Context: an optimization exercise on an open-source flow, tuned for small area and a short achievable clock period. The choices shown serve that exercise and are no tape-out recipe.

==> flow/design.v <==
`timescale 1ns/1ps
module pwm_smoother_top (
	input  logic        clk,
	input  logic        rst_n,
	input  logic        wb_cyc,
	input  logic        wb_stb,
	input  logic        wb_we,
	input  logic [1:0]  wb_adr,
	input  logic [15:0] wb_dat_w,
	output logic [15:0] wb_dat_r,
	output logic        wb_ack,
	output logic        pwm_out
);
	logic        wait_q;        
	logic        sv0;           
	logic        sv1;           
	logic        rst_q;         
	logic        hist_clr;
	logic [2:0]  win_sel;
	logic        pwm_en;
	logic [4:0]  fill;
	logic [15:0] hist [16];     
	logic [19:0] acc;           
	logic [15:0] avg;
	logic [7:0]  cnt;
	logic [7:0]  duty_q;
	logic req, idle, rd_result, wr_sample, wr_ctrl, accept;
	assign req       = wb_cyc && wb_stb;
	assign idle      = !wb_ack && !wait_q;
	assign rd_result = !wb_we && (wb_adr == 2'd2);
	assign wr_sample = wb_we && (wb_adr == 2'd1);
	assign wr_ctrl   = wb_we && (wb_adr == 2'd0);
	assign accept    = idle && req && !(rd_result && sv1);
	always_ff @(posedge clk) begin
		wb_ack   <= accept || (wait_q && rst_n);
		wait_q   <= idle && req && rd_result && sv1;
		sv0      <= accept && wr_sample;
		sv1      <= sv0 && rst_n;
		rst_q    <= !rst_n;
		hist_clr <= accept && wr_ctrl && (wb_dat_w[2:0] != win_sel);
		if (!rst_n) begin
			win_sel <= 3'd0;
			pwm_en  <= 1'b0;
		end else if (accept && wr_ctrl) begin
			win_sel <= wb_dat_w[2:0];
			pwm_en  <= wb_dat_w[4];
		end
	end
	always_ff @(posedge clk) begin
		case (wb_adr)
			2'd0:    wb_dat_r <= {11'd0, pwm_en, 1'b0, win_sel};
			2'd1:    wb_dat_r <= hist[0];
			2'd2:    wb_dat_r <= rst_q ? 16'd0 : avg;
			default: wb_dat_r <= rst_q ? 16'd0 : {11'd0, fill};
		endcase
	end
	always_ff @(posedge clk) begin
		if (idle && req && wr_sample)
			hist[0] <= wb_dat_w;
		if (sv0) begin
			hist[1] <= wb_dat_r;
			for (int i = 2; i < 16; i++)
				hist[i] <= hist[i-1];
		end
	end
	always_ff @(posedge clk) begin
		if (rst_q || hist_clr)
			fill <= 5'd0;
		else if (sv0 && !fill[4])
			fill <= fill + 5'd1;
	end
	logic [2:0]  shift;
	logic [15:0] drop;
	assign shift = win_sel[2] ? 3'd4 : {1'b0, win_sel[1:0]};
	always_comb begin
		case (shift)
			3'd0:    drop = hist[0];
			3'd1:    drop = (fill >= 5'd2) ? hist[1]  : 16'd0;
			3'd2:    drop = (fill >= 5'd4) ? hist[3]  : 16'd0;
			3'd3:    drop = (fill >= 5'd8) ? hist[7]  : 16'd0;
			default: drop = fill[4]        ? hist[15] : 16'd0;
		endcase
	end
	logic [19:0] addend;
	assign addend = sv0 ? {4'd0, hist[0]} : ~{4'd0, drop};
	always_ff @(posedge clk) begin
		if (rst_q || hist_clr)
			acc <= 20'd0;
		else if (sv0 || sv1)
			acc <= acc + addend + {19'd0, !sv0};
	end
	always_ff @(posedge clk) begin
		if (rst_q)
			avg <= 16'd0;
		else if (sv1) begin
			case (shift)
				3'd0:    avg <= acc[15:0];
				3'd1:    avg <= acc[16:1];
				3'd2:    avg <= acc[17:2];
				3'd3:    avg <= acc[18:3];
				default: avg <= acc[19:4];
			endcase
		end
	end
	always_ff @(posedge clk) begin
		if (rst_q) begin
			cnt    <= 8'd1;
			duty_q <= 8'd0;
		end else begin
			cnt <= cnt + 8'd1;
			if (cnt == 8'd255)
				duty_q <= avg[15:8];
		end
		pwm_out <= rst_n && pwm_en && (cnt < duty_q);
	end
endmodule
==> flow/config.mk <==
export PLATFORM = sky130hd
export DESIGN_NAME = pwm_smoother_top
export DESIGN_NICKNAME = pwm_smoother_top
export VERILOG_FILES = /design/flow/design.v
export SDC_FILE = /design/flow/constraint.sdc
export NUM_CORES = 4
export LEC_CHECK = 0
export CAP_MARGIN = 20
export CORE_MARGIN = 2
export CORE_UTILIZATION = 40
export SLEW_MARGIN = 20
==> flow/constraint.sdc <==
create_clock -name core_clock -period 18.0 [get_ports {clk}]
set_input_delay 3.6000 -clock core_clock [delete_from_list [all_inputs] [get_ports {clk}]]
set_output_delay 3.6000 -clock core_clock [all_outputs]
set_load 0.01 [all_outputs]
run.sh (not shown) runs the stock make flow with config.mk's settings and CLKGATE_MAP_FILE= SYNTH_SCRIPT=/design/flow/synth_recipe.tcl, a recipe that flattens the netlist after the stock synthesis.
The starting point completed with no timing, DRC or antenna violations.
Then changed:
Settings changed: SLEW_MARGIN 20 to 70.
- final area rose by 1.1%
- worst setup slack is better by 0.058 ns
- clock skew falls by 0.0087 ns
- synthesized cell count is unchanged
- via count is higher by 1.3%
- area after synthesis does not change
- first-iteration DRC count shrinks by 4.4%
No functional check of the RTL was part of any run of this note.

[static timing again, ports no longer ideal]
How much do the figures lean on ideal ports? The routed layouts below were timed once more, with nothing changed but the port constraints.
Step 1 sets driving cells, clkbuf_16 on the clock port and buf_2 on the other inputs (assumed; they add their load-dependent delay and slew).
Step 2, shift: input delay + t, output delay - t, t = (earliest + latest rising clock arrival at the registers) / 2. This alone moves slack from input paths to output paths.
Three values: ideal ports, drivers, drivers and shift; two values: the first two.
| run | shift t [ns] | setup slack, ns | pins driven straight from the clock port |
|---|---|---|---|
| the first run | 0.559 | 12.862 / 12.875 / 12.327 | 1 |
| the second run | 0.561 | 12.920 / 12.873 / 12.906 | 1 |
After both steps setup and hold are still met in every run listed. The setup slack of the first run, which loses most, moves by +0.013 ns with the drivers and by -0.535 ns with both steps.
